This is an optimization exercise on Yosys and OpenROAD, whose aim is small area, a short achievable clock period and few clock cycles per item, not a production implementation. The RTL was checked by simulation tests, not by an equivalence proof against the original design.

==> design.v <==
module mdu_iter #(
  parameter int XLEN = 64
) (
  input  logic            clk,
  input  logic            reset,
  input  logic            flush,
  input  logic            in_valid,
  output logic            in_ready,
  input  logic [2:0]      op,
  input  logic            word,
  input  logic [XLEN-1:0] srca,
  input  logic [XLEN-1:0] srcb,
  output logic            out_valid,
  input  logic            out_ready,
  output logic [XLEN-1:0] result,
  output logic            busy
);
  localparam int SW = 70;   
  typedef enum logic [2:0] {S_IDLE, S_PRE1, S_PRE2, S_ITER, S_POST} st_t;
  function automatic logic [6:0] clz64(input logic [63:0] x);
    logic [31:0] v1; logic [0:0] c1 [32];
    logic [15:0] v2; logic [1:0] c2 [16];
    logic [7:0]  v3; logic [2:0] c3 [8];
    logic [3:0]  v4; logic [3:0] c4 [4];
    logic [1:0]  v5; logic [4:0] c5 [2];
    logic        v6; logic [5:0] c6;
    for (int i = 0; i < 32; i++) begin
      v1[i] = x[2*i+1] | x[2*i];
      c1[i] = ~x[2*i+1];
    end
    for (int i = 0; i < 16; i++) begin
      v2[i] = v1[2*i+1] | v1[2*i];
      c2[i] = v1[2*i+1] ? {1'b0, c1[2*i+1]} : {1'b1, c1[2*i]};
    end
    for (int i = 0; i < 8; i++) begin
      v3[i] = v2[2*i+1] | v2[2*i];
      c3[i] = v2[2*i+1] ? {1'b0, c2[2*i+1]} : {1'b1, c2[2*i]};
    end
    for (int i = 0; i < 4; i++) begin
      v4[i] = v3[2*i+1] | v3[2*i];
      c4[i] = v3[2*i+1] ? {1'b0, c3[2*i+1]} : {1'b1, c3[2*i]};
    end
    for (int i = 0; i < 2; i++) begin
      v5[i] = v4[2*i+1] | v4[2*i];
      c5[i] = v4[2*i+1] ? {1'b0, c4[2*i+1]} : {1'b1, c4[2*i]};
    end
    v6 = v5[1] | v5[0];
    c6 = v5[1] ? {1'b0, c5[1]} : {1'b1, c5[0]};
    clz64 = v6 ? {1'b0, c6} : 7'd64;
  endfunction
  function automatic logic [2:0] booth(input logic b2, input logic b1, input logic b0);
    booth[0] = b1 ^ b0;                                   
    booth[1] = (b2 & ~b1 & ~b0) | (~b2 & b1 & b0);        
    booth[2] = b2 & ~(b1 & b0);                           
  endfunction
  st_t         state_q;
  logic        res_v_q, res_w_q;
  logic [65:0] m_q;
  logic [63:0] l_q;
  logic [65:0] rq_q;
  logic [6:0]  cnt_q;
  logic [6:0]  za_q, zb_q;      
  logic [2:0]  bd1_q, bd0_q;    
  logic [2:0]  xs_q;            
  logic        xinv_q;          
  logic        f_mul_q, f_mulh_q, f_div_q, f_rem_q, f_word_q, f_asgn_q, f_munsg_q;
  logic        qneg_q, rneg_q, pb_q, first_q, bz_q, skip_q;
  logic        ff_q, mc_q;      
  logic [3:0]  ffc_q;           
  logic        ap2_q;           
  logic        d_mulh, d_div, d_usgn_w, d_asgn, d_bsgn;
  logic [63:0] a_in, b_in;
  logic [6:0]  za_in;
  always_comb begin
    d_div    = op[2];
    d_mulh   = ~op[2] & (op[1:0] != 2'b00) & ~word;
    d_usgn_w = op[2] & op[0];                  
    d_asgn   = word ? ~d_usgn_w : ~((op == 3'd3) | d_usgn_w);
    d_bsgn   = word ? ~d_usgn_w : ~((op == 3'd2) | (op == 3'd3) | d_usgn_w);
    a_in     = word ? {{32{srca[31] & ~d_usgn_w}}, srca[31:0]} : srca;
    b_in     = word ? {{32{srcb[31] & ~d_usgn_w}}, srcb[31:0]} : srcb;
    za_in    = clz64(a_in ^ {64{a_in[63] & d_asgn}});
  end
  logic        in_iter, in_pre1, in_post;
  logic        a_neg, b_neg, bzero, swap;
  logic [6:0]  zm, zbc;
  logic [7:0]  sh8;
  logic [3:0]  mq;             
  logic [5:0]  sh_amt;
  logic [65:0] sh_in, shifted;
  assign in_iter = (state_q == S_ITER);
  assign in_pre1 = (state_q == S_PRE1);
  assign in_post = (state_q == S_POST);
  assign a_neg   = f_asgn_q & l_q[63];
  assign b_neg   = m_q[65];
  assign bzero   = (zb_q == 7'd64) & ~b_neg;
  assign zbc     = (zb_q == 7'd64) ? 7'd63 : zb_q;
  assign sh8     = {1'b0, zbc} - {1'b0, za_q} + {7'd0, ap2_q};
  assign swap    = (za_q > zb_q);
  assign zm      = swap ? za_q : zb_q;
  assign mq      = 4'((zm - 7'd1) >> 2);
  assign sh_amt  = f_mul_q ? {mq, 2'b00} : sh8[5:0];
  assign sh_in   = (f_mul_q & swap) ? {{2{l_q[63]}}, l_q} : m_q;
  assign shifted = sh_in << sh_amt;
  function automatic logic [SW-1:0] add_sk(input logic [SW-1:0] x, input logic [SW-1:0] y,
                                           input logic ci);
    logic [SW:0] g, p, gn, pn;        
    g = {x & y, ci};
    p = {x ^ y, 1'b0};
    for (int k = 0; (1 << k) < SW + 1; k++) begin
      gn = g;
      pn = p;
      for (int i = 0; i < SW + 1; i++) begin
        if ((i >> k) & 1) begin
          gn[i] = g[i] | (p[i] & g[((i >> k) << k) - 1]);
          pn[i] = p[i] & p[((i >> k) << k) - 1];
        end
      end
      g = gn;
      p = pn;
    end
    add_sk = x ^ y ^ g[SW-1:0];
  endfunction
  logic [SW-1:0] xop, msx, sel1, sel0, pp1, pp0, csa_s, csa_c, sum;
  logic          xinv;
  always_comb begin
    xop  = ({SW{xs_q[0]}} & {rq_q[SW-5:0], 4'b0000})
         | ({SW{xs_q[1]}} & {{(SW-66){rq_q[65]}}, rq_q})
         | ({SW{xs_q[2]}} & {{(SW-64){1'b0}}, l_q});
    xinv = xinv_q;
    msx  = {{(SW-66){m_q[65]}}, m_q};
    sel1 = bd1_q[0] ? msx : bd1_q[1] ? {msx[SW-2:0], 1'b0} : '0;
    sel0 = bd0_q[0] ? msx : bd0_q[1] ? {msx[SW-2:0], 1'b0} : '0;
    pp1  = {sel1[SW-3:0], 2'b00} ^ {SW{bd1_q[2]}};
    pp0  = sel0 ^ {SW{bd0_q[2]}};
    csa_s = (xop ^ {SW{xinv}}) ^ pp1 ^ pp0;
    csa_c = {((xop ^ {SW{xinv}}) & pp1 | (xop ^ {SW{xinv}}) & pp0 | pp1 & pp0), bd1_q[2]};
    sum   = add_sk(csa_s, csa_c, bd0_q[2] | xinv);
  end
  logic q_bit;
  assign q_bit = ~sum[SW-1];
  logic accept, stall, need_post, last, fin, writes_rq, skip;
  assign last      = ff_q ? (cnt_q == 7'd3) : (cnt_q == 7'd0);
  assign need_post = f_div_q ? (f_rem_q ? rneg_q : qneg_q) : mc_q;
  assign fin       = (state_q == S_POST) | ((state_q == S_ITER) & last & ~need_post);
  assign writes_rq = (state_q == S_ITER) | (state_q == S_POST);
  assign stall     = res_v_q & ~out_ready & writes_rq;
  assign in_ready  = (state_q == S_IDLE) | (fin & ~res_v_q);
  assign out_valid = res_v_q;
  assign busy      = res_v_q | (state_q != S_IDLE);
  assign result    = res_w_q ? {{32{rq_q[31]}}, rq_q[31:0]} : rq_q[63:0];
  assign accept    = in_valid & in_ready & ~flush;
  assign skip      = bzero | sh8[7];
  st_t  state_d;
  logic done;
  logic [6:0] cnt_nx;
  assign cnt_nx = cnt_q - (ff_q ? 7'd4 : 7'd1);
  always_comb begin
    state_d = state_q;
    done    = 1'b0;
    case (state_q)
      S_IDLE: if (accept) state_d = d_mulh ? S_ITER : S_PRE1;
      S_PRE1: state_d = (f_div_q && skip) ? S_POST : S_ITER;
      S_ITER: if (!stall && last) state_d = need_post ? S_POST : S_IDLE;
      S_POST: if (!stall) state_d = S_IDLE;
      default: state_d = S_IDLE;
    endcase
    if (fin && !stall) begin
      done = 1'b1;
      if (accept) state_d = d_mulh ? S_ITER : S_PRE1;
    end
  end
  always_ff @(posedge clk) begin
    if (!reset || flush) begin
      state_q <= S_IDLE;
      res_v_q <= 1'b0;
    end else begin
      state_q <= state_d;
      res_v_q <= done | (res_v_q & ~out_ready);
    end
    if (done) res_w_q <= f_word_q;
  end
  always_ff @(posedge clk) begin
    if (!stall) begin
      case (state_q)
        S_PRE1: begin
          first_q <= 1'b1;
          pb_q    <= 1'b0;
          xs_q    <= 3'b000;
          xinv_q  <= 1'b0;
          ff_q    <= 1'b0;
          if (f_mul_q) begin
            l_q   <= shifted[63:0];
            if (!swap) m_q <= {{2{l_q[63]}}, l_q};
            cnt_q <= 7'd15 - {3'd0, mq};
            bd1_q <= booth(shifted[63], shifted[62], shifted[61]);
            bd0_q <= booth(shifted[61], shifted[60], shifted[59]);
          end else begin
            l_q    <= sum[63:0];
            m_q    <= shifted;
            cnt_q  <= sh8[6:0];
            qneg_q <= (a_neg ^ b_neg) & ~bzero;
            rneg_q <= a_neg;
            bz_q   <= bzero;
            skip_q <= skip;
            bd1_q  <= 3'b000;
            xs_q   <= (!skip || f_rem_q) ? 3'b100 : 3'b000;
            xinv_q <= skip & f_rem_q & a_neg;
            bd0_q  <= skip ? 3'b000 : b_neg ? 3'b001 : 3'b101;
          end
        end
        S_ITER: begin
          cnt_q   <= cnt_q - 7'd1;
          first_q <= 1'b0;
          if (f_mul_q) begin
            xs_q  <= 3'b001;
            rq_q  <= {2'b00, sum[63:0]};
            l_q   <= {l_q[59:0], 4'b0000};
            bd1_q <= booth(l_q[59], l_q[58], l_q[57]);
            bd0_q <= booth(l_q[57], l_q[56], l_q[55]);
          end else if (f_mulh_q) begin
            xs_q  <= 3'b010;
            if (ff_q) begin
              rq_q  <= {{16{rq_q[65]}}, rq_q[65:16]};
              cnt_q <= cnt_q - 7'd4;
            end else begin
              rq_q  <= sum[69:4];
              l_q   <= {4'b0000, l_q[63:4]};
              pb_q  <= l_q[3];
            end
            ff_q <= ~last & (cnt_nx < {3'd0, ffc_q}) & (cnt_nx >= 7'd3);
            if (last) begin
              bd1_q <= 3'b000;
              bd0_q <= {2'b00, mc_q};
            end else if (cnt_nx < {3'd0, ffc_q}) begin
              bd1_q <= 3'b000;
              bd0_q <= 3'b000;
            end else begin
              bd1_q <= booth(l_q[7], l_q[6], l_q[5]);
              bd0_q <= booth(l_q[5], l_q[4], l_q[3]);
            end
          end else begin
            if (f_rem_q) rq_q <= {2'b00, q_bit ? sum[63:0] : l_q};
            else         rq_q <= {2'b00, first_q ? 63'd0 : rq_q[62:0], q_bit};
            if (q_bit) l_q <= sum[63:0];
            m_q  <= {m_q[65], m_q[65:1]};
            if (last) begin
              bd0_q  <= 3'b000;
              xs_q   <= f_rem_q ? 3'b100 : 3'b010;
              xinv_q <= f_rem_q ? rneg_q : qneg_q;
            end
          end
        end
        S_POST: begin
          if (f_div_q && !f_rem_q && skip_q) rq_q <= {66{bz_q}};
          else                               rq_q <= {2'b00, sum[63:0]};
        end
        default: ;
      endcase
    end
    if (accept) begin
      m_q       <= {{2{b_in[63] & d_bsgn}}, b_in};
      l_q       <= a_in;
      za_q      <= za_in;
      cnt_q     <= 7'd15;
      pb_q      <= 1'b0;
      ff_q      <= 1'b0;
      mc_q      <= d_mulh & (op[1:0] == 2'b11) & a_in[63];
      ffc_q     <= (za_in == 7'd0) ? 4'd0 : 4'((za_in - 7'd1) >> 2);
      ap2_q     <= a_in[63] & d_asgn & ~|(~a_in[63:1] & a_in[62:0]);
      zb_q      <= clz64(b_in ^ {64{b_in[63] & d_bsgn}});
      bd1_q     <= d_mulh ? booth(a_in[3], a_in[2], a_in[1]) : 3'b000;
      bd0_q     <= d_mulh ? booth(a_in[1], a_in[0], 1'b0) : 3'b000;
      xs_q      <= {d_div, 2'b00};
      xinv_q    <= d_div & d_asgn & a_in[63];
      f_mul_q   <= ~op[2] & ~d_mulh;
      f_mulh_q  <= d_mulh;
      f_div_q   <= d_div;
      f_rem_q   <= op[2] & op[1];
      f_word_q  <= word;
      f_asgn_q  <= d_asgn;
      f_munsg_q <= d_mulh & (op[1:0] == 2'b11);
    end
  end
endmodule
==> flow/run.sh <==
#!/bin/bash
set -euo pipefail
bash standard.sh finish 'BUFFER_PORTS_ARGS=-buffer_cell sky130_fd_sc_hd__buf_1' > flow_make.log 2>&1
==> standard.sh <==
#!/bin/bash
# synth_recipe.tcl (not shown) runs the flow's synth.tcl, then flattens the netlist and writes it again
# the make line also repeats each setting of config.mk as NAME=value (left out here)
make -C /OpenROAD-flow-scripts/flow DESIGN_CONFIG=/design/flow/config.mk WORK_HOME=/design/flow/orfs CLKGATE_MAP_FILE= SYNTH_SCRIPT=/design/flow/synth_recipe.tcl "${@:-finish}"
==> config.mk <==
export PLATFORM = sky130hd
export DESIGN_NAME = mdu_iter
export DESIGN_NICKNAME = mdu_iter
export VERILOG_FILES = /design/flow/design.v
export SDC_FILE = /design/flow/constraint.sdc
export NUM_CORES = 4
export LEC_CHECK = 0
export ABC_AREA = 1
export CAP_MARGIN = 20
export CORE_MARGIN = 2
export CORE_UTILIZATION = 45
export SETUP_SLACK_MARGIN = 4
export SLEW_MARGIN = 20
==> constraint.sdc <==
create_clock -name core_clock -period 9.0 [get_ports {clk}]
set_input_delay 1.8000 -clock core_clock [delete_from_list [all_inputs] [get_ports {clk}]]
set_output_delay 1.8000 -clock core_clock [all_outputs]
set_load 0.01 [all_outputs]
==> results of run 1 <==
==> synthesized netlist by cell type, types with 12 or more instances <==
library cell,n,share of area
nand2_2,15,0.0024
o211ai_1,58,0.011
o221ai_1,67,0.015
a221oi_1,23,0.0052
fa_1,77,0.040
nand2_1,1792,0.17
nand4_1,90,0.015
ha_1,105,0.034
edfxtp_1,236,0.18
o21ai_0,602,0.078
a21oi_1,277,0.036
inv_2,26,0.0025
nand3_1,813,0.11
o31ai_1,20,0.0039
nor2_1,251,0.024
o2111ai_1,12,0.0027
o21bai_1,17,0.0033
o22ai_1,117,0.019
buf_4,42,0.0081
inv_1,893,0.087
o21ai_1,38,0.0049
nand3b_1,17,0.0033
xor2_1,231,0.052
buf_1,44,0.0043
clkbuf_1,251,0.024
dfxtp_1,14,0.0072
nor3_1,36,0.0047
a22oi_1,21,0.0041
buf_2,84,0.011
a31oi_1,16,0.0026
==> registers in the layout, indices dropped and copies added, names as in the netlist, 3 cells and up <==
signal   count
cnt_q        7
ffc_q        4
l_q         64
state_q      3
rq_q        66
bd0_q        3
za_q         7
m_q         66
bd1_q        3
zb_q         7
xs_q         3
==> timing repair <==
item,CTS,global route
pin swaps,13,43
buffers inserted,24,37
resized for setup,145,248
endpoints found under the setup margin,186,150
endpoints found under the hold margin,0,0
cloned,6,16
==> cell families after synthesis <==
logic type | Yosys count | synth area share
adder cells (fa/ha/maj) | 182 | 0.0738
multiplexers | 2 | 0.000550
XOR/XNOR | 237 | 0.0536
AO/OA/AOI/OAI | 1333 | 0.200
AND/OR/NAND/NOR | 3077 | 0.342
buffers and inverters | 1356 | 0.140
flip-flops | 250 | 0.190
==> layout make-up <==
cell class	count	area, sq um	share of cell area
Inverter	925	3630	0.0834
Clock inverter	23	315	0.00725
Clock buffer	38	887	0.0204
Multi-Input combinational cell	4838	27200	0.626
Tap cell	1144	1430	0.0329
Timing Repair inverter	3	28.8	0.000662
Sequential cell	250	7370	0.170
Timing Repair Buffer	359	2590	0.0596
Antenna cell	3	7.51	0.000173
==> routing by layer <==
metal  wire (um)  vias to the layer above
met1       82800                    22600
met2       81300                     4258
li1            -                    21300
met4       15900                       10
met3       39100                      731
met5         161                        -
==> worst paths after layout <==
path	start	end	slack, ns	cells past startpoint
max	bd0_q[1]	l_q[4]	4.05	28
min	f_word_q	res_w_q	0.43	0
max reg2reg	bd0_q[1]	l_q[4]	4.05	28
min reg2reg	f_word_q	res_w_q	0.43	0
==> through the flow <==
stage | instances | util | hold slack (ns) | worst slack (ns) | cell area [sq um]
2_1_floorplan | 6437 | - | 0.400 | 4.09 | 38700
3_3_place_gp | 7436 | 0.466 | 0.404 | 2.00 | 39700
3_5_place_dp | 7436 | 0.466 | 0.409 | 1.82 | 39700
4_1_cts | 7527 | 0.491 | 0.422 | 3.99 | 41800
5_1_grt | 7580 | 0.511 | 0.438 | 3.93 | 43500
6_report | 7583 | 0.511 | 0.425 | 4.05 | 43500
==> results.yml, run 1 <==
run_status:
  status: "complete, no violations"
timing:
  slew_violations: 0
  fmax_mhz: 202
  max_slew_margin: 0.215
  rsz0062_at_grt: "yes"
  final.period_utilization: 0.550
  period_needed_ns: 4.95
  hold_violations: 0
  tightest_slew_ns: 1.18
  fin_setup_tns_ns: 0
  setup_viol: 0
  finalClockSkew_ns: 0.0472
floorplanning:
  pin_count: 204
  die_w_um: 297
  num_rows: 107
  dieArea_sq_um: 88400
  die_y_um: 297
  start_util: 0.455
  core_sq_um: 85100
yosys:
  synth-edff-count: 236
  synthCells: 6437
  synth_seq_area_share: 0.190
  ys.flop_type: "edfxtp_1"
  ys_types: 68
  synth-seq-cells: 250
  yosys_warnings: 11
  synthArstFlopShare: 0
  syn_area_sq_um: 38700
  syn_area_per_cell_sq_um: 6.01
  synth.net_count: 6756
finish:
  layout.cells.most_common_list: "1744 x nand2_1, 874 x inv_1, 800 x nand3_1"
  layout_commonest_cell: "nand2_1"
  syn_to_final_growth_pct: 12.3
  layout-drive-gt1-share: 0.0791
  fillers: 9043
  nNetsFinal: 6730
setup_path:
  timing.critical_path.fanout_max: 15
  required_ns: 9.31
  max_stage_delay_ns: 0.59
  critPathSlowestCell: "fa_1"
  startpoint_type: "flop"
  cp.arrival_ns: 5.25
  timing.critical_path.buf_inv: 7
  worst_path_most_repeated_cell: "nand2_8"
  critPathKind: "reg2reg"
  cpLargestDelayFamily: "simple AND/OR/NAND/NOR gates"
  cp-end-kind: "flop"
drt:
  wire_per_inst_um: 28.9
  viasPerCell: 6.46
  dr.pass1.iters: 11
  drc: 0
  drt_iter0_markers: 8530
  vias: 48900
  ant_nets: 0
  wirelength_um: 219000
grt:
  grt-ovfl-total: 0
  grt_max_degree: 102
  top_usage_layer: "met1"
  met1_usage: 0.630
  grt_first_pass_wirelength_um: 300000
  use_met2: 0.607
  antenna_found_initial: 7
  gr-usage-met3: 0.201
  track_usage: 0.462
  grt_pass1_vias: 41900
clock_tree:
  clock_sinks: 250
  clk_pin_slew_ns: 0.06
  clk_latency_ns: 0.60
  clockBufferDepth: 3
  cts_hold_buf: 0
  cts_tree: "yes"
  htreeDepth: 2
  cts-root-buf: "clkbuf_16"
  cts_buffers: 34
placed_design:
  place.gp.congestion: 1.11
  dp_hpwl_um: 163000
  io_buffers: 203
run:
  max-cap-violations: 0
hold_path:
  hold_path_class: "reg2reg"
Testbench counts, summed over its fixed seeds: cycles 46,030, items 4,800.
==> run 2, diff against run 1 <==
--- a/design.v
+++ b/design.v
@@ -56,5 +56,5 @@
   st_t         state_q;
   logic        res_v_q, res_w_q;
-  logic [65:0] m_q;
+  logic [66:0] m_q;
   logic [63:0] l_q;
   logic [65:0] rq_q;
@@ -62,4 +62,5 @@
   logic [6:0]  za_q, zb_q;      
   logic [2:0]  bd1_q, bd0_q;    
+  logic        dv_q;            
   logic [2:0]  xs_q;            
   logic        xinv_q;          
@@ -88,10 +89,10 @@
   logic [3:0]  mq;             
   logic [5:0]  sh_amt;
-  logic [65:0] sh_in, shifted;
+  logic [66:0] sh_in, shifted;
   assign in_iter = (state_q == S_ITER);
   assign in_pre1 = (state_q == S_PRE1);
   assign in_post = (state_q == S_POST);
   assign a_neg   = f_asgn_q & l_q[63];
-  assign b_neg   = m_q[65];
+  assign b_neg   = m_q[66];
   assign bzero   = (zb_q == 7'd64) & ~b_neg;
   assign zbc     = (zb_q == 7'd64) ? 7'd63 : zb_q;
@@ -100,6 +101,6 @@
   assign zm      = swap ? za_q : zb_q;
   assign mq      = 4'((zm - 7'd1) >> 2);
-  assign sh_amt  = f_mul_q ? {mq, 2'b00} : sh8[5:0];
-  assign sh_in   = (f_mul_q & swap) ? {{2{l_q[63]}}, l_q} : m_q;
+  assign sh_amt  = f_mul_q ? {mq, 2'b00} : {sh8[5:1], 1'b1};
+  assign sh_in   = (f_mul_q & swap) ? {{3{l_q[63]}}, l_q} : m_q;
   assign shifted = sh_in << sh_amt;
   function automatic logic [SW-1:0] add_sk(input logic [SW-1:0] x, input logic [SW-1:0] y,
@@ -122,4 +123,32 @@
     add_sk = x ^ y ^ g[SW-1:0];
   endfunction
+  localparam int BKL = $clog2(68 + 1) - 1;    
+  function automatic logic [67:0] add_sk68(input logic [67:0] x, input logic [67:0] y,
+                                           input logic ci);
+    logic [68:0] g, p, gn, pn;        
+    g = {x & y, ci};
+    p = {x ^ y, 1'b0};
+    for (int k = 0; k < BKL; k++) begin
+      gn = g;
+      pn = p;
+      for (int i = (2 << k) - 1; i < 69; i += (2 << k)) begin
+        gn[i] = g[i] | (p[i] & g[i - (1 << k)]);
+        pn[i] = p[i] & p[i - (1 << k)];
+      end
+      g = gn;
+      p = pn;
+    end
+    for (int k = BKL - 1; k >= 1; k--) begin
+      gn = g;
+      pn = p;
+      for (int i = (1 << k) + (1 << (k - 1)) - 1; i < 69; i += (1 << k)) begin
+        gn[i] = g[i] | (p[i] & g[i - (1 << (k - 1))]);
+        pn[i] = p[i] & p[i - (1 << (k - 1))];
+      end
+      g = gn;
+      p = pn;
+    end
+    add_sk68 = x ^ y ^ g[67:0];
+  endfunction
   logic [SW-1:0] xop, msx, sel1, sel0, pp1, pp0, csa_s, csa_c, sum;
   logic          xinv;
@@ -129,8 +158,8 @@
          | ({SW{xs_q[2]}} & {{(SW-64){1'b0}}, l_q});
     xinv = xinv_q;
-    msx  = {{(SW-66){m_q[65]}}, m_q};
+    msx  = {{(SW-67){m_q[66]}}, m_q};
     sel1 = bd1_q[0] ? msx : bd1_q[1] ? {msx[SW-2:0], 1'b0} : '0;
     sel0 = bd0_q[0] ? msx : bd0_q[1] ? {msx[SW-2:0], 1'b0} : '0;
-    pp1  = {sel1[SW-3:0], 2'b00} ^ {SW{bd1_q[2]}};
+    pp1  = ({sel1[SW-3:0], 2'b00} | ({SW{dv_q}} & {msx[SW-1], msx[SW-1:1]})) ^ {SW{bd1_q[2]}};
     pp0  = sel0 ^ {SW{bd0_q[2]}};
     csa_s = (xop ^ {SW{xinv}}) ^ pp1 ^ pp0;
@@ -138,6 +167,15 @@
     sum   = add_sk(csa_s, csa_c, bd0_q[2] | xinv);
   end
-  logic q_bit;
-  assign q_bit = ~sum[SW-1];
+  localparam int DW = 68;
+  logic [DW-1:0] mdx, dsum2, dsum1;
+  logic          q3, q2, q1;
+  logic [63:0]   l_nx;
+  assign mdx   = {{(DW-67){m_q[66]}}, m_q} ^ {DW{~b_neg}};
+  assign dsum2 = add_sk68({{(DW-64){1'b0}}, l_q}, mdx, ~b_neg);
+  assign dsum1 = add_sk68({{(DW-64){1'b0}}, l_q}, {mdx[DW-1], mdx[DW-1:1]}, ~b_neg);
+  assign q3    = ~sum[SW-1];
+  assign q2    = ~dsum2[DW-1];
+  assign q1    = ~dsum1[DW-1];
+  assign l_nx  = q3 ? sum[63:0] : q2 ? dsum2[63:0] : q1 ? dsum1[63:0] : l_q;
   logic accept, stall, need_post, last, fin, writes_rq, skip;
   assign last      = ff_q ? (cnt_q == 7'd3) : (cnt_q == 7'd0);
@@ -192,5 +230,5 @@
           if (f_mul_q) begin
             l_q   <= shifted[63:0];
-            if (!swap) m_q <= {{2{l_q[63]}}, l_q};
+            if (!swap) m_q <= {{3{l_q[63]}}, l_q};
             cnt_q <= 7'd15 - {3'd0, mq};
             bd1_q <= booth(shifted[63], shifted[62], shifted[61]);
@@ -199,13 +237,14 @@
             l_q    <= sum[63:0];
             m_q    <= shifted;
-            cnt_q  <= sh8[6:0];
+            cnt_q  <= {2'b00, sh8[5:1]};         
             qneg_q <= (a_neg ^ b_neg) & ~bzero;
             rneg_q <= a_neg;
             bz_q   <= bzero;
             skip_q <= skip;
-            bd1_q  <= 3'b000;
             xs_q   <= (!skip || f_rem_q) ? 3'b100 : 3'b000;
             xinv_q <= skip & f_rem_q & a_neg;
             bd0_q  <= skip ? 3'b000 : b_neg ? 3'b001 : 3'b101;
+            bd1_q  <= skip ? 3'b000 : {~b_neg, 2'b00};
+            dv_q   <= ~skip;
           end
         end
@@ -241,10 +280,12 @@
             end
           end else begin
-            if (f_rem_q) rq_q <= {2'b00, q_bit ? sum[63:0] : l_q};
-            else         rq_q <= {2'b00, first_q ? 63'd0 : rq_q[62:0], q_bit};
-            if (q_bit) l_q <= sum[63:0];
-            m_q  <= {m_q[65], m_q[65:1]};
+            if (f_rem_q) rq_q <= {2'b00, l_nx};
+            else         rq_q <= {2'b00, first_q ? 62'd0 : rq_q[61:0], q3 | q2, q3 | (~q2 & q1)};
+            l_q  <= l_nx;
+            m_q  <= {{2{m_q[66]}}, m_q[66:2]};
             if (last) begin
               bd0_q  <= 3'b000;
+              bd1_q  <= 3'b000;
+              dv_q   <= 1'b0;
               xs_q   <= f_rem_q ? 3'b100 : 3'b010;
               xinv_q <= f_rem_q ? rneg_q : qneg_q;
@@ -260,5 +301,5 @@
     end
     if (accept) begin
-      m_q       <= {{2{b_in[63] & d_bsgn}}, b_in};
+      m_q       <= {{3{b_in[63] & d_bsgn}}, b_in};
       l_q       <= a_in;
       za_q      <= za_in;
@@ -271,4 +312,5 @@
       zb_q      <= clz64(b_in ^ {64{b_in[63] & d_bsgn}});
       bd1_q     <= d_mulh ? booth(a_in[3], a_in[2], a_in[1]) : 3'b000;
+      dv_q      <= 1'b0;
       bd0_q     <= d_mulh ? booth(a_in[1], a_in[0], 1'b0) : 3'b000;
       xs_q      <= {d_div, 2'b00};
--- a/config.mk
+++ b/config.mk
@@ -9,5 +9,5 @@
 export CAP_MARGIN = 20
 export CORE_MARGIN = 2
-export CORE_UTILIZATION = 45
+export CORE_UTILIZATION = 40
 export SETUP_SLACK_MARGIN = 4
 export SLEW_MARGIN = 20
==> run 2 against run 1 <==
Effect of this change: cell area increased by 28%; critical path type unchanged; first-iteration DRC count grew 21%; via count grew 22%; fmax fell by 6.8%; utilization down 1.7 points; worst hold slack worse by 0.0063 ns; sequential share of layout area fell by 3.6 points.
==> results.yml, run 2 <==
floorplanning:
  pin_count: 204
  dieArea_sq_um: 117000
  start_util: 0.405
  num_rows: 123
  core_sq_um: 113000
  die_y_um: 342
  die_w_um: 342
drt:
  drc: 0
  wire_per_inst_um: 36.6
  vias: 59800
  wirelength_um: 331000
  drt_iter0_markers: 10300
  ant_nets: 0
  viasPerCell: 6.61
  dr.pass1.iters: 10
setup_path:
  cp-end-kind: "flop"
  timing.critical_path.buf_inv: 8
  worst_path_most_repeated_cell: "nand2_2"
  timing.critical_path.fanout_max: 7
  rr_worst_depth: 32
  cp.arrival_ns: 5.73
  critPathSlowestCell: "fa_1"
  r2r-start: "bd1_q[1]"
  cpLargestDelayFamily: "simple AND/OR/NAND/NOR gates"
  ff2ff_setup_slack_ns: 3.69
  max_stage_delay_ns: 0.55
  startpoint_type: "flop"
  reg2reg_to: "l_q[20]"
  critPathKind: "reg2reg"
  required_ns: 9.42
placed_design:
  place.gp.congestion: 1.12
  dp_hpwl_um: 240000
  io_buffers: 203
  post-place-ws_ns: 2.05
  place_inst: 8705
run:
  max-cap-violations: 0
hold_path:
  worstHoldPathCells: 0
  hold-path-endpoint: "res_w_q"
  min-delay-start: "f_word_q"
  hold_path_class: "reg2reg"
finish:
  layout.cells.most_common_list: "1783 x nand2_1, 898 x inv_1, 623 x nand3_1"
  largest_reg_flops: 67
  layout-drive-gt1-share: 0.150
  largestRegisters: "m_q x67, rq_q x66, l_q x64"
  syn_to_final_growth_pct: 22.0
  final_util: 0.494
  layout_commonest_cell: "nand2_1"
  nNetsFinal: 7991
  largest_register: "m_q"
  finalNonFillerCells: 9041
timing:
  fmax_mhz: 188
  setup_viol: 0
  hold_slack_ns: 0.419
  finalClockSkew_ns: 0.0534
  max_slew_margin: 0.172
  period_needed_ns: 5.31
  fin_setup_tns_ns: 0
  tightest_slew_ns: 1.24
  slew_violations: 0
  rsz0062_at_grt: "yes"
  final.period_utilization: 0.590
  hold_violations: 0
  fin_ws_ns: 3.69
yosys:
  syn_area_sq_um: 45700
  ys.flop_type: "edfxtp_1"
  ys_types: 76
  syn_area_per_cell_sq_um: 6.22
  synthCells: 7339
  synth_top_area_frac: 0.162
  synth_seq_area_share: 0.162
  yosys-top-cells-count: "1966 x nand2_1, 940 x inv_1, 710 x nand3_1"
  synth-edff-count: 237
  synth-seq-cells: 252
  synth.net_count: 7846
  yosys.area.top_type: "nand2_1"
  synthArstFlopShare: 0
  yosys_warnings: 11
  synth_area_leaders: "nand2_1 16%, edfxtp_1 16%, nand3_1 7.8%"
  synth.most_common_cell: "nand2_1"
run_status:
  status: "complete, no violations"
clock_tree:
  cts_tree: "yes"
  clk_latency_ns: 0.70
  cts-root-buf: "clkbuf_16"
  clockBufferDepth: 3
  cts_buffers: 43
  clock_sinks: 252
  htreeDepth: 2
  clk_pin_slew_ns: 0.06
  cts_hold_buf: 0
grt:
  grt-ovfl-total: 0
  grt_max_degree: 91
  grt_pass1_vias: 54100
  antenna_found_initial: 32
  grt_first_pass_wirelength_um: 439000
  track_usage: 0.540
[run 2: what timing repair did]
action	CTS	global route
gates cloned	25	9
buffers inserted	113	87
pin swaps	101	249
resized for setup	536	487
endpoints found under the setup margin	193	221
[run 2: worst max path at each step]
stage	from	to	slack [ns]	cells past startpoint
finish	bd1_q[1]	l_q[20]	3.69	32
global route	bd1_q[0]	rq_q[23]	3.67	35
CTS	bd1_q[0]	l_q[14]	3.84	26
detailed placement	bd0_q[0]	l_q[42]	2.05	26
global placement	bd0_q[0]	l_q[20]	2.04	24
floorplan	in_valid	m_q[0]	3.96	8
[run 2: cell type report]
cell class                      count  area (sq um)
Inverter                          973          3760
Timing Repair inverter              1          7.51
Clock inverter                     24           226
Clock buffer                       54          1170
Sequential cell                   252          7420
Tap cell                         1500          1880
Multi-Input combinational cell   5650         36200
Antenna cell                       24          60.1
Timing Repair Buffer              563          4990
Fill cell                       11700         57100
[run 2: kinds of logic after synthesis]
| kind of cell | synth area share |
|---|---|
| AO/OA/AOI/OAI | 0.210 |
| buffers and inverters | 0.129 |
| flip-flops | 0.162 |
| XOR/XNOR | 0.0782 |
| AND/OR/NAND/NOR | 0.296 |
| adder cells (fa/ha/maj) | 0.124 |
[run 2: layer usage]
layer  track usage  part of all wire  routed length (um)  vias up
li1              -                 -                   -    24600
met1         0.595              0.33              108000    27900
met2         0.753              0.39              128000     5482
met3         0.241              0.16               51400     1796
met4         0.542              0.13               43200       12
met5        0.0327            0.0014                 456        -
[run 2: metrics by stage]
stage               area [sq um]
global placement           47200
CTS                        52700
detailed placement         47300
finish                     55700
global route               55700
floorplan                  45700
Testbench counts of run 2, summed over its fixed seeds: cycles 37,591, items 4,800.
==> run 3, diff against run 2 <==
--- a/config.mk
+++ b/config.mk
@@ -9,5 +9,5 @@
 export CAP_MARGIN = 20
 export CORE_MARGIN = 2
-export CORE_UTILIZATION = 40
+export CORE_UTILIZATION = 45
 export SETUP_SLACK_MARGIN = 4
 export SLEW_MARGIN = 20
==> run 3 against run 2 <==
Effect of this change: still clean; fmax is 1.2% lower; worst hold slack better by 0.0042 ns; routed wire length down 7.1%; critical path depth down 10; utilization is 4.5 points higher; synthesized area unchanged; global-route usage rose by 2.1 points; final cell count down 1.8%; register-to-register slack worse by 0.06 ns; critical endpoint is now rq_q[28].
==> results.yml, run 3 <==
clock_tree:
  clk_pin_slew_ns: 0.06
  htreeDepth: 2
  cts-root-buf: "clkbuf_16"
  cts_hold_buf: 0
  cts_buffers: 39
  clockBufferDepth: 3
  clk_latency_ns: 0.69
  clock_sinks: 252
  cts_tree: "yes"
floorplanning:
  die_w_um: 323
  num_rows: 116
  start_util: 0.455
  pin_count: 204
  dieArea_sq_um: 104000
  die_y_um: 323
  core_sq_um: 100000
timing:
  final.period_utilization: 0.597
  hold_violations: 0
  tightest_slew_ns: 1.37
  period_needed_ns: 5.37
  hold_slack_ns: 0.423
  setup_viol: 0
  max_slew_margin: 0.0765
  slew_violations: 0
  rsz0062_at_grt: "yes"
  finalClockSkew_ns: 0.0393
  fin_setup_tns_ns: 0
  fmax_mhz: 186
drt:
  dr.pass1.iters: 20
  vias: 60200
  wirelength_um: 308000
  drc: 0
  viasPerCell: 6.78
  drt_iter0_markers: 12000
  ant_nets: 0
  wire_per_inst_um: 34.7
yosys:
  synth-edff-count: 237
  yosys_warnings: 11
  synth.most_common_cell: "nand2_1"
  synth-seq-cells: 252
  yosys.area.top_type: "nand2_1"
  synth.net_count: 7846
  syn_area_per_cell_sq_um: 6.22
  ys.flop_type: "edfxtp_1"
  yosys-top-cells-count: "1966 x nand2_1, 940 x inv_1, 710 x nand3_1"
  ys_types: 76
  synth_area_leaders: "nand2_1 16%, edfxtp_1 16%, nand3_1 7.8%"
  synth_top_area_frac: 0.162
  synth_seq_area_share: 0.162
  synthArstFlopShare: 0
  synthCells: 7339
  syn_area_sq_um: 45700
grt:
  antenna_found_initial: 44
  grt-ovfl-total: 0
  track_usage: 0.561
  grt_first_pass_wirelength_um: 409000
  grt_max_degree: 85
  grt_pass1_vias: 53500
finish:
  regArea_sq_um: 7420
  multi_input_area_sq_um: 35200
  layout.cells.most_common_list: "1862 x nand2_1, 907 x inv_1, 654 x nand3_1"
  largest_register: "m_q"
  layout-drive-gt1-share: 0.121
  layout_commonest_cell: "nand2_1"
  largest_reg_flops: 67
  largestRegisters: "m_q x67, rq_q x66, l_q x64"
  nNetsFinal: 7970
  syn_to_final_growth_pct: 18.3
  final_util: 0.538
  fillers: 10300
  finalNonFillerCells: 8874
run:
  max-cap-violations: 0
hold_path:
  hold-path-endpoint: "res_w_q"
  worstHoldPathCells: 0
  min-delay-start: "f_word_q"
  hold_path_class: "reg2reg"
setup_path:
  cp.arrival_ns: 5.79
  max_stage_delay_ns: 0.45
  critPathSlowestCell: "a21oi_1"
  rr_worst_depth: 22
  startpoint_type: "flop"
  r2r-start: "m_q[66]"
  worst_path_most_repeated_cell: "nand2_1"
  timing.critical_path.fanout_max: 23
  path_cells: "buf_6 > clkbuf_16 > buf_4 > xor2_1 > inv_1 > ha_1 > a21o_1 > nand3_1 > nand2_1 > a21oi_1 > nand2_1 > a21oi_1 > nand2_1 > a21boi_4 > buf_4 > nand3_1 > nand3_1 > nand3_1 > nand2_1 > nand2_1 > nand2_1 > nand2_1"
  cp-end-kind: "flop"
  ff2ff_setup_slack_ns: 3.63
  critPathKind: "reg2reg"
  reg2reg_to: "rq_q[28]"
  required_ns: 9.42
placed_design:
  place.gp.congestion: 1.15
  dp_hpwl_um: 215000
  place_inst: 8539
  io_buffers: 203
run_status:
  status: "complete, no violations"
[run 3: changes by cell type in the layout (fill, tap and decap cells not counted), moves of 20 or more]
| cell | change |
|---|---|
| nand2_1 | +79 |
| o21ai_0 | +51 |
| nand2_2 | -49 |
| o21ai_1 | -41 |
| nand2_4 | -37 |
| nand3_1 | +31 |
| nand3_4 | -29 |
| ha_4 | -20 |
[run 3: final cells by class]
cell class              count  share of cell area
diodes                     26             0.00121
well taps                1357              0.0314
clock inverters            14             0.00276
flip-flops and latches    252               0.137
clock buffers              55              0.0205
repair buffers            540              0.0847
inverters                 973              0.0703
multi-input cells        5656               0.652
repair inverters            1            0.000162
[run 3: how the worst max path moves through the flow]
stage,start,endpoint,slack (ns),cells after the start
finish,m_q[66],rq_q[28],3.63,22
global route,zb_q[1],l_q[20],3.78,26
CTS,bd1_q[0],rq_q[19],3.96,28
detailed placement,xs_q[1],rq_q[3],2.41,28
global placement,xs_q[1],rq_q[3],2.39,28
floorplan,in_valid,m_q[0],3.96,8
[run 3: cells by family (layout without fill, tap and decap cells)]
logic type                 after synthesis  count (layout)  share of synthesized area
DFF                                    252             252                      0.162
xor gates and xnor gates               407             407                     0.0782
and+or+nand+nor                       3190            3200                      0.296
adders and majority gates              370             370                      0.124
buffers and inverters                 1441            1583                      0.129
other                                    0              26                          0
AOI/OAI and AO/OA                     1679            1679                      0.210
[run 3: critical path, delay by kind of cell (launching register included)]
kind	cells	cell delay, ns
AND/OR/NAND/NOR	11	1.55
adder cells (fa/ha/maj)	1	0.21
flip-flops	1	0.40
XOR/XNOR	1	0.32
buffers and inverters	5	1.44
AO/OA/AOI/OAI	4	1.15
[run 3: stage by stage]
step	cell area, sq um	worst slack (ns)
after floorplan	45700	3.96
after CTS	50100	3.96
after global routing	53900	3.78
after global placement	46900	2.39
after detailed placement	46900	2.41
final	54000	3.63
[run 3: repair_timing]
action,CTS,global route
resized for setup,279,436
cloned,14,25
endpoints found under the setup margin,270,212
setup buffers,51,150
pin swaps,33,135
[run 3: layer usage]
layer  vias up  track usage  part of all wire
met5         -       0.0218            0.0022
met4        34        0.561              0.13
met3      2081        0.314              0.18
met2      5834        0.747              0.37
met1     27600        0.609              0.32
li1      24600            -                 -

what the ideal ports hide:
In the flow no input, the clock included, has a driving cell. The finished layouts below were timed again as built, in two steps.
Step 1 sets driving cells, clkbuf_16 on the clock port and buf_2 on the other inputs (assumed; they add their load-dependent delay and slew).
Step 2 moves the port delays by t, midway between the first and last clock arrival at a register: inputs arrive t later, outputs are due t later. That takes back most of the time a late clock gives input paths.
a / b / c = ideal ports / drivers / drivers and shift; a / b = the first two.
run	shift t [ns]	setup WS [ns]	worst data-port slew with drivers (ns)
run 1	0.642	4.052 / 4.052 / 3.542	0.07
run 2	0.756	3.690 / 3.690 / 3.383	0.11
run 3	0.748	3.627 / 3.627 / 3.367	0.08
After both steps every run listed still meets setup and hold. For run 1, which loses most, drivers alone change the setup slack by 0.000 ns; drivers and shift together by -0.510 ns.
